Source: an optimization exercise on an open RTL-to-GDS flow (aim: small area). Production flows keep margins and buffers that such runs may drop.
Function was checked by simulation only, so behaviour that the tests miss may differ from the original.
No activity file was given, so power comes from the tool's default toggle rates.

## mips_core_top
module mips_core_top (
    input  logic        clk_i,
    input  logic        rst_n_i,
    input  logic        wb_cyc_i,
    input  logic        wb_stb_i,
    input  logic        wb_we_i,
    input  logic [5:0]  wb_adr_i,
    input  logic [31:0] wb_dat_i,
    output logic [31:0] wb_dat_o,
    output logic        wb_ack_o
);
==> module mips_core_top, before the edit <==
module mips_core_top (
    input  logic        clk_i,
    input  logic        rst_n_i,
    input  logic        wb_cyc_i,
    input  logic        wb_stb_i,
    input  logic        wb_we_i,
    input  logic [5:0]  wb_adr_i,
    input  logic [31:0] wb_dat_i,
    output logic [31:0] wb_dat_o,
    output logic        wb_ack_o
);
    logic        ack_q;
    logic [31:1] vld_q;
    logic [31:0] regs [1:31];
    logic stb;
    assign stb      = wb_cyc_i & wb_stb_i;
    assign wb_ack_o = ack_q & stb;
    always_ff @(posedge clk_i) begin
        ack_q <= rst_n_i & stb & ~ack_q;
    end
    logic [5:0]  op;
    logic [5:0]  fn;
    logic [4:0]  rs;
    logic [4:0]  sa;
    assign op = wb_dat_i[31:26];
    assign rs = wb_dat_i[25:21];
    assign sa = wb_dat_i[10:6];
    assign fn = wb_dat_i[5:0];
    logic rtype;
    logic itype;
    logic fix_sh;
    logic var_sh;
    logic arith;
    logic valid;
    assign rtype  = (op == 6'b000000);
    assign itype  = (op[5:3] == 3'b001);
    assign fix_sh = (fn[5:2] == 4'b0000) && (fn[1:0] != 2'b01);
    assign var_sh = (fn[5:2] == 4'b0001) && (fn[1:0] != 2'b01);
    assign arith  = (fn[5:3] == 3'b100) || (fn[5:1] == 5'b10101);
    assign valid  = itype || (rtype && ((fix_sh && (rs == 5'd0)) || ((var_sh || arith) && (sa == 5'd0))));
    logic        rtype_q;
    logic [2:0]  f3_q;                          
    logic [4:0]  rt_q;
    logic [15:0] imm_q;                         
    logic        exe1_q;                        
    logic        exe2_q;                        
    logic [31:0] b_q;                           
    logic [31:0] a_q;                           
    logic [4:0]  wd;
    logic        fwd;
    logic [31:0] result;
    assign wd = rtype_q ? imm_q[15:11] : rt_q;
    logic [4:0]  raddr;
    logic        ren;
    logic [31:0] rdata;
    assign raddr = ack_q ? (wb_we_i ? rs : wb_adr_i[4:0]) : rt_q;
    assign ren   = !ack_q | wb_we_i | wb_adr_i[5];     
    assign fwd   = exe2_q && (wd != 5'd0) && (raddr == wd);
    logic [31:0]   rsel;
    logic [1023:0] rflat;
    always_comb begin
        rsel[0] = ren && fwd;
        rflat[31:0] = result;
        for (int i = 1; i < 32; i++) begin
            rsel[i] = ren && !fwd && vld_q[i] && (raddr == 5'(i));
            rflat[i*32 +: 32] = regs[i];
        end
    end
    rf_read u_rf_read (
        .sel_i  (rsel),
        .data_i (rflat),
        .data_o (rdata)
    );
    assign wb_dat_o = rdata;
    always_ff @(posedge clk_i) begin
        if (ack_q) begin
            rtype_q <= rtype;
            f3_q    <= rtype ? fn[2:0] : op[2:0];
            rt_q    <= wb_dat_i[20:16];
            imm_q   <= wb_dat_i[15:0];
        end
    end
    always_ff @(posedge clk_i) begin
        exe1_q <= rst_n_i && wb_ack_o && wb_we_i && (wb_adr_i == 6'd0) && valid;
        exe2_q <= rst_n_i && exe1_q;
        b_q    <= rdata;
        a_q    <= b_q;
    end
    exec_alu u_alu (
        .rtype_i  (rtype_q),
        .f3_i     (f3_q),
        .imm_i    (imm_q),
        .a_i      (a_q),
        .b_i      (b_q),
        .result_o (result)
    );
    always_ff @(posedge clk_i) begin
        for (int i = 1; i < 32; i++) begin
            if (exe2_q && (wd == 5'(i))) begin
                regs[i] <= result;
            end
        end
    end
    always_ff @(posedge clk_i) begin
        for (int i = 1; i < 32; i++) begin
            vld_q[i] <= rst_n_i && (vld_q[i] || (exe2_q && (wd == 5'(i))));
        end
    end
endmodule
make LEC_CHECK=0 CAP_MARGIN=20 CORE_MARGIN=2 CORE_UTILIZATION=40 SLEW_MARGIN=20 SYNTH_HIERARCHICAL=1 finish   # period 6.0 ns
run.sh (not shown) runs the stock make flow with config.mk's settings and CLKGATE_MAP_FILE= SYNTH_SCRIPT=/design/flow/synth_recipe.tcl, a recipe that flattens the netlist after the stock synthesis.
The baseline finished but fails on setup timing.
==> next run, changes <==
--- a/flow/design.v
+++ b/flow/design.v
@@ -103,13 +103,14 @@
     logic [4:0]  rt_q;
     logic [15:0] imm_q;                         
     logic        exe1_q;                        
     logic        exe2_q;                        
-    logic [31:0] b_q;                           
     logic [31:0] a_q;                           
+    logic [31:0] res_q;                         
     logic [4:0]  wd;
     logic        fwd;
     logic [31:0] result;
+    logic [31:0] alu_res;
     assign wd = rtype_q ? imm_q[15:11] : rt_q;
     logic [4:0]  raddr;
     logic        ren;
     logic [31:0] rdata;
@@ -142,19 +143,20 @@
     end
     always_ff @(posedge clk_i) begin
         exe1_q <= rst_n_i && wb_ack_o && wb_we_i && (wb_adr_i == 6'd0) && valid;
         exe2_q <= rst_n_i && exe1_q;
-        b_q    <= rdata;
-        a_q    <= b_q;
+        a_q    <= rdata;
+        res_q  <= alu_res;
     end
     exec_alu u_alu (
         .rtype_i  (rtype_q),
         .f3_i     (f3_q),
         .imm_i    (imm_q),
         .a_i      (a_q),
-        .b_i      (b_q),
-        .result_o (result)
+        .b_i      (rdata),
+        .result_o (alu_res)
     );
+    assign result = res_q;
     always_ff @(posedge clk_i) begin
         for (int i = 1; i < 32; i++) begin
             if (exe2_q && (wd == 5'(i))) begin
                 regs[i] <= result;
The changed run finished but failed the layout checks on setup timing.
Core utilization goes down by 0.67 points.
Wire length goes down by 2.3%.
Total power goes down by 1.2%.
Non-clock buffer count goes down by 22.
Die area stays the same.
Sequential power goes up by about 0.5%.
Final area goes down by 1.3%.
Clock power goes down by 2.9%.
Count of clock-buffer cells in the layout is unchanged.
Fmax goes up by 5.1%.
Cell count goes down by 0.62%.
Clock skew goes up by 0.016 ns.

## lane 1
Another version of the RTL of mips_core_top (not shown whole).
For scale: about 2900 cells after synthesis, about 76 I/O pins.
==> module mips_core_top, before the edit <==
module mips_core_top (
    input  logic        clk_i,
    input  logic        rst_n_i,
    input  logic        wb_cyc_i,
    input  logic        wb_stb_i,
    input  logic        wb_we_i,
    input  logic [5:0]  wb_adr_i,
    input  logic [31:0] wb_dat_i,
    output logic [31:0] wb_dat_o,
    output logic        wb_ack_o
);
    logic        ack_q;
    logic [31:0] regs [1:31];
    logic stb;
    assign stb      = wb_cyc_i & wb_stb_i;
    assign wb_ack_o = ack_q & stb;
    always_ff @(posedge clk_i) begin
        ack_q <= rst_n_i & stb & ~ack_q;
    end
    logic [5:0]  op;
    logic [5:0]  fn;
    logic [4:0]  rs;
    logic [4:0]  sa;
    assign op = wb_dat_i[31:26];
    assign rs = wb_dat_i[25:21];
    assign sa = wb_dat_i[10:6];
    assign fn = wb_dat_i[5:0];
    logic rtype;
    logic itype;
    logic fix_sh;
    logic var_sh;
    logic arith;
    logic valid;
    assign rtype  = (op == 6'b000000);
    assign itype  = (op[5:3] == 3'b001);
    assign fix_sh = (fn[5:2] == 4'b0000) && (fn[1:0] != 2'b01);
    assign var_sh = (fn[5:2] == 4'b0001) && (fn[1:0] != 2'b01);
    assign arith  = (fn[5:3] == 3'b100) || (fn[5:1] == 5'b10101);
    assign valid  = itype || (rtype && ((fix_sh && (rs == 5'd0)) || ((var_sh || arith) && (sa == 5'd0))));
    logic        rtype_q;
    logic [2:0]  f3_q;                          
    logic [4:0]  rt_q;
    logic [15:0] imm_q;                         
    logic        exe1_q;                        
    logic        exe2_q;                        
    logic [31:0] p_q;                           
    logic [31:0] g_q;                           
    logic [4:0]  amt_q;                         
    logic [4:0]  wd;
    logic        fwd;
    logic [31:0] result;
    assign wd = rtype_q ? imm_q[15:11] : rt_q;
    logic [31:0] immx;
    always_comb begin
        if (!f3_q[2]) begin
            immx = {{16{imm_q[15]}}, imm_q};
        end else if (f3_q[1:0] == 2'b11) begin
            immx = {imm_q, 16'h0};
        end else begin
            immx = {16'h0, imm_q};
        end
    end
    logic [4:0]  raddr;
    logic        ren;
    logic [31:0] rf_data;
    logic [31:0] rdata;
    assign raddr = ack_q ? (wb_we_i ? rs : wb_adr_i[4:0]) : rt_q;
    assign ren   = !ack_q | wb_we_i | wb_adr_i[5];     
    assign fwd   = ren && exe2_q && (wd != 5'd0) && (raddr == wd);
    logic [31:1]  rsel;
    logic [991:0] rflat;
    always_comb begin
        for (int i = 1; i < 32; i++) begin
            rsel[i] = ren && (raddr == 5'(i));
            rflat[(i-1)*32 +: 32] = regs[i];
        end
    end
    rf_read u_rf_read (
        .sel_i  (rsel),
        .data_i (rflat),
        .data_o (rf_data)
    );
    assign rdata = fwd ? result : rf_data;
    assign wb_dat_o = rdata;
    always_ff @(posedge clk_i) begin
        if (ack_q) begin
            rtype_q <= rtype;
            f3_q    <= rtype ? fn[2:0] : op[2:0];
            rt_q    <= wb_dat_i[20:16];
            imm_q   <= wb_dat_i[15:0];
        end
    end
    always_ff @(posedge clk_i) begin
        exe1_q <= rst_n_i && wb_ack_o && wb_we_i && (wb_adr_i == 6'd0) && valid;
        exe2_q <= rst_n_i && exe1_q;
        p_q    <= xm ^ yb;                     
        g_q    <= xm & yb;
        amt_q  <= p_q[4:0] | imm_q[10:6];      
    end
    logic        is_shift;
    logic        add_sub;
    logic        sub;
    logic [31:0] xm;
    logic [31:0] y;
    logic [31:0] yb;
    assign is_shift = rtype_q && !imm_q[5];
    assign add_sub  = !f3_q[2] && !is_shift;
    assign sub      = exe1_q && add_sub && f3_q[1];
    assign xm       = (!exe1_q || is_shift || (!rtype_q && (f3_q == 3'b111))) ? 32'd0 : p_q;
    assign y        = (rtype_q || !exe1_q) ? rdata : immx;
    assign yb       = y ^ {32{sub}};
    exec_alu u_alu (
        .rtype_i  (rtype_q),
        .f3_i     (f3_q),
        .imm_i    (imm_q),
        .amt_i    (amt_q),
        .zero_i   (!rst_n_i),
        .p_i      (p_q),
        .g_i      (g_q),
        .result_o (result)
    );
    always_ff @(posedge clk_i) begin
        for (int i = 1; i < 32; i++) begin
            if (!rst_n_i || (exe2_q && (wd == 5'(i)))) begin
                regs[i] <= result;
            end
        end
    end
endmodule
==> module exec_alu, before the edit <==
module exec_alu (
    input  logic        rtype_i,
    input  logic [2:0]  f3_i,
    input  logic [15:0] imm_i,
    input  logic [4:0]  amt_i,
    input  logic        zero_i,              
    input  logic [31:0] p_i,
    input  logic [31:0] g_i,
    output logic [31:0] result_o
);
    logic        is_shift;
    logic        is_slt;
    logic        arith;
    logic        sub;
    assign is_shift = !zero_i && rtype_i && !imm_i[5];
    assign arith    = !zero_i && !f3_i[2];
    assign sub      = arith && f3_i[1];
    assign is_slt   = sub && (rtype_i ? imm_i[3] : 1'b1);
    logic [31:0] gl [6];
    logic [31:0] pl [6];
    always_comb begin
        gl[0] = g_i;
        pl[0] = p_i;
        for (int l = 0; l < 5; l++) begin
            for (int k = 0; k < 32; k++) begin
                if (k & (1 << l)) begin
                    gl[l+1][k] = gl[l][k] | (pl[l][k] & gl[l][(k | ((1 << l) - 1)) - (1 << l)]);
                    pl[l+1][k] = pl[l][k] & pl[l][(k | ((1 << l) - 1)) - (1 << l)];
                end else begin
                    gl[l+1][k] = gl[l][k];
                    pl[l+1][k] = pl[l][k];
                end
            end
        end
    end
    logic [32:0] c;
    always_comb begin
        c[0] = sub;
        for (int k = 0; k < 32; k++) begin
            c[k+1] = gl[5][k] | (pl[5][k] & sub);
        end
    end
    logic use_p;
    logic use_g;
    logic use_n;
    assign use_p = arith || (!zero_i && ((f3_i[1:0] == 2'b01) || (f3_i[1:0] == 2'b10) || ((f3_i[1:0] == 2'b11) && !rtype_i)));
    assign use_g = !zero_i && f3_i[2] && !f3_i[1];
    assign use_n = !zero_i && f3_i[2] && (f3_i[1:0] == 2'b11) && rtype_i;
    logic [31:0] t;
    assign t = (({32{use_p}} & p_i) | ({32{use_g}} & g_i) | ({32{use_n}} & ~(p_i | g_i)))
             ^ (c[31:0] & {32{arith}});
    logic lt;
    assign lt = f3_i[0] ? !c[32] : (p_i[31] ? t[31] : g_i[31]);
    logic        sh_left;
    logic [31:0] sh_in;
    logic [31:0] sh_r;
    logic [31:0] sh_res;
    logic        fill;
    assign sh_left = !imm_i[1];
    assign fill    = imm_i[0] & p_i[31];
    always_comb begin
        for (int i = 0; i < 32; i++) begin
            sh_in[i] = sh_left ? p_i[31-i] : p_i[i];
        end
    end
    assign sh_r = 32'({{32{fill}}, sh_in} >> amt_i);
    always_comb begin
        for (int i = 0; i < 32; i++) begin
            sh_res[i] = sh_left ? sh_r[31-i] : sh_r[i];
        end
    end
    always_comb begin
        if (is_shift) begin
            result_o = sh_res;
        end else if (is_slt) begin
            result_o = {31'd0, lt};
        end else begin
            result_o = t;
        end
    end
endmodule
Settings: LEC_CHECK=0, CAP_MARGIN=20, CORE_MARGIN=2, CORE_UTILIZATION=65, CTS_BUF_LIST=sky130_fd_sc_hd__clkbuf_8 sky130_fd_sc_hd__clkbuf_16, CTS_CLUSTER_DIAMETER=90, CTS_CLUSTER_SIZE=25, SETUP_SLACK_MARGIN=0.2, SLEW_MARGIN=20, SYNTH_HIERARCHICAL=1; clock period 6.0 ns.
### lane 1 -> lane 2
-- flow/design.v --
<<< lane 1, line 71
);
    logic        ack_q;
    logic [31:0] regs [1:31];
    logic stb;
>>> lane 2, line 71
);
    logic        ack_q;
    logic [31:1] vld_q;
    logic [31:0] regs [1:31];
    logic stb;
<<< lane 1, line 132
    always_comb begin
        for (int i = 1; i < 32; i++) begin
            rsel[i] = ren && (raddr == 5'(i));
            rflat[(i-1)*32 +: 32] = regs[i];
        end
>>> lane 2, line 133
    always_comb begin
        for (int i = 1; i < 32; i++) begin
            rsel[i] = ren && vld_q[i] && (raddr == 5'(i));
            rflat[(i-1)*32 +: 32] = regs[i];
        end
<<< lane 1, line 154
        exe1_q <= rst_n_i && wb_ack_o && wb_we_i && (wb_adr_i == 6'd0) && valid;
        exe2_q <= rst_n_i && exe1_q;
        p_q    <= xm ^ yb;                     
        g_q    <= xm & yb;
        amt_q  <= p_q[4:0] | imm_q[10:6];      
>>> lane 2, line 155
        exe1_q <= rst_n_i && wb_ack_o && wb_we_i && (wb_adr_i == 6'd0) && valid;
        exe2_q <= rst_n_i && exe1_q;
        p_q    <= exe1_q ? (xm ^ yb) : rdata;
        g_q    <= xm & yb;
        amt_q  <= p_q[4:0] | imm_q[10:6];      
<<< lane 1, line 166
    assign is_shift = rtype_q && !imm_q[5];
    assign add_sub  = !f3_q[2] && !is_shift;
    assign sub      = exe1_q && add_sub && f3_q[1];
    assign xm       = (!exe1_q || is_shift || (!rtype_q && (f3_q == 3'b111))) ? 32'd0 : p_q;
    assign y        = (rtype_q || !exe1_q) ? rdata : immx;
    assign yb       = y ^ {32{sub}};
    exec_alu u_alu (
>>> lane 2, line 167
    assign is_shift = rtype_q && !imm_q[5];
    assign add_sub  = !f3_q[2] && !is_shift;
    assign sub      = add_sub && f3_q[1];
    assign xm       = (is_shift || (!rtype_q && (f3_q == 3'b111))) ? 32'd0 : p_q;
    assign y        = rtype_q ? rdata : immx;
    assign yb       = y ^ {32{sub}};
    exec_alu u_alu (
<<< lane 1, line 175
        .imm_i    (imm_q),
        .amt_i    (amt_q),
        .zero_i   (!rst_n_i),
        .p_i      (p_q),
        .g_i      (g_q),
>>> lane 2, line 176
        .imm_i    (imm_q),
        .amt_i    (amt_q),
        .p_i      (p_q),
        .g_i      (g_q),
<<< lane 1, line 182
    always_ff @(posedge clk_i) begin
        for (int i = 1; i < 32; i++) begin
            if (!rst_n_i || (exe2_q && (wd == 5'(i)))) begin
                regs[i] <= result;
            end
        end
    end
>>> lane 2, line 182
    always_ff @(posedge clk_i) begin
        for (int i = 1; i < 32; i++) begin
            if (exe2_q && (wd == 5'(i))) begin
                regs[i] <= result;
            end
        end
    end
    always_ff @(posedge clk_i) begin
        for (int i = 1; i < 32; i++) begin
            vld_q[i] <= rst_n_i && (vld_q[i] || (exe2_q && (wd == 5'(i))));
        end
    end
<<< lane 1, line 205
    input  logic [15:0] imm_i,
    input  logic [4:0]  amt_i,
    input  logic        zero_i,              
    input  logic [31:0] p_i,
    input  logic [31:0] g_i,
>>> lane 2, line 210
    input  logic [15:0] imm_i,
    input  logic [4:0]  amt_i,
    input  logic [31:0] p_i,
    input  logic [31:0] g_i,
<<< lane 1, line 214
    logic        arith;
    logic        sub;
    assign is_shift = !zero_i && rtype_i && !imm_i[5];
    assign arith    = !zero_i && !f3_i[2];
    assign sub      = arith && f3_i[1];
    assign is_slt   = sub && (rtype_i ? imm_i[3] : 1'b1);
>>> lane 2, line 218
    logic        arith;
    logic        sub;
    assign is_shift = rtype_i && !imm_i[5];
    assign arith    = !f3_i[2];
    assign sub      = arith && f3_i[1];
    assign is_slt   = sub && (rtype_i ? imm_i[3] : 1'b1);
<<< lane 1, line 245
    logic use_g;
    logic use_n;
    assign use_p = arith || (!zero_i && ((f3_i[1:0] == 2'b01) || (f3_i[1:0] == 2'b10) || ((f3_i[1:0] == 2'b11) && !rtype_i)));
    assign use_g = !zero_i && f3_i[2] && !f3_i[1];
    assign use_n = !zero_i && f3_i[2] && (f3_i[1:0] == 2'b11) && rtype_i;
    logic [31:0] t;
    assign t = (({32{use_p}} & p_i) | ({32{use_g}} & g_i) | ({32{use_n}} & ~(p_i | g_i)))
>>> lane 2, line 249
    logic use_g;
    logic use_n;
    assign use_p = arith || (f3_i[1:0] == 2'b01) || (f3_i[1:0] == 2'b10) || ((f3_i[1:0] == 2'b11) && !rtype_i);
    assign use_g = !arith && !f3_i[1];
    assign use_n = !arith && (f3_i[1:0] == 2'b11) && rtype_i;
    logic [31:0] t;
    assign t = (({32{use_p}} & p_i) | ({32{use_g}} & g_i) | ({32{use_n}} & ~(p_i | g_i)))
==> results.txt <==
Having completed the whole flow, lane 2 delivered a layout that passed the timing, DRC and antenna checks. Lane 2 against lane 1: overall routing resource usage has decreased; worst setup skew after layout grew by 0.020 ns; multi-input gate area in the final layout shows an increase of 0.56%. Relative to lane 1, die outline area has gone up in lane 2. According to the power report, total power for lane 2 is lower than for lane 1. Relative to lane 1, the worst hold slack of lane 2 is lower by 0.053 ns. Re clock-buffer cell count: no difference whatsoever between lane 2 and lane 1. Status: number of buffer and inverter instances along the worst setup path parity (lane 1, lane 2). Lane 2 vs. lane 1: synthesis-stage register bit count went up by 31. Relative to lane 1, the synthesized netlist cell count measured on lane 2 has increased by a few percent. Compared lane 1 against lane 2; cell area after layout within noise.

## port drivers added, routing unchanged
How much do the figures lean on ideal ports? The routed layouts below were timed once more, with nothing changed but the port constraints. Step 1 (the two cells are an assumption about what drives the block):
set clk [get_ports {clk_i}]
set_driving_cell -lib_cell sky130_fd_sc_hd__clkbuf_16 $clk
set_driving_cell -lib_cell sky130_fd_sc_hd__buf_2 [delete_from_list [all_inputs] $clk]
Step 2 moves the port delays by t, midway between the first and last clock arrival at a register: inputs arrive t later, outputs are due t later. That takes back most of the time a late clock gives input paths. Slacks: ideal ports / drivers / drivers and shift; pairs: ideal ports / drivers.
run | t (ns) | setup WS [ns] | hold WS [ns] | clock arrival spread, ns | worst slew at a driven data input, ns
the first run of note 1 | 0.772 | -0.612 / -0.687 / -0.297 | 0.472 / 0.472 / 0.472 | 0.038 / 0.038 | 0.05
the second run of note 1 | 0.748 | -0.290 / -0.298 / -1.047 | 0.450 / 0.450 / 0.450 | 0.056 / 0.057 | 0.07
lane 1 | 0.701 | 0.146 / 0.121 / 0.121 | 0.525 / 0.525 / 0.525 | 0.063 / 0.063 | 0.06
lane 2 | 0.704 | 0.224 / 0.198 / 0.198 | 0.472 / 0.472 / 0.472 | 0.084 / 0.084 | 0.05
The setup slack of the second run of note 1, which loses most, moves by -0.008 ns with the drivers and by -0.757 ns with both steps.
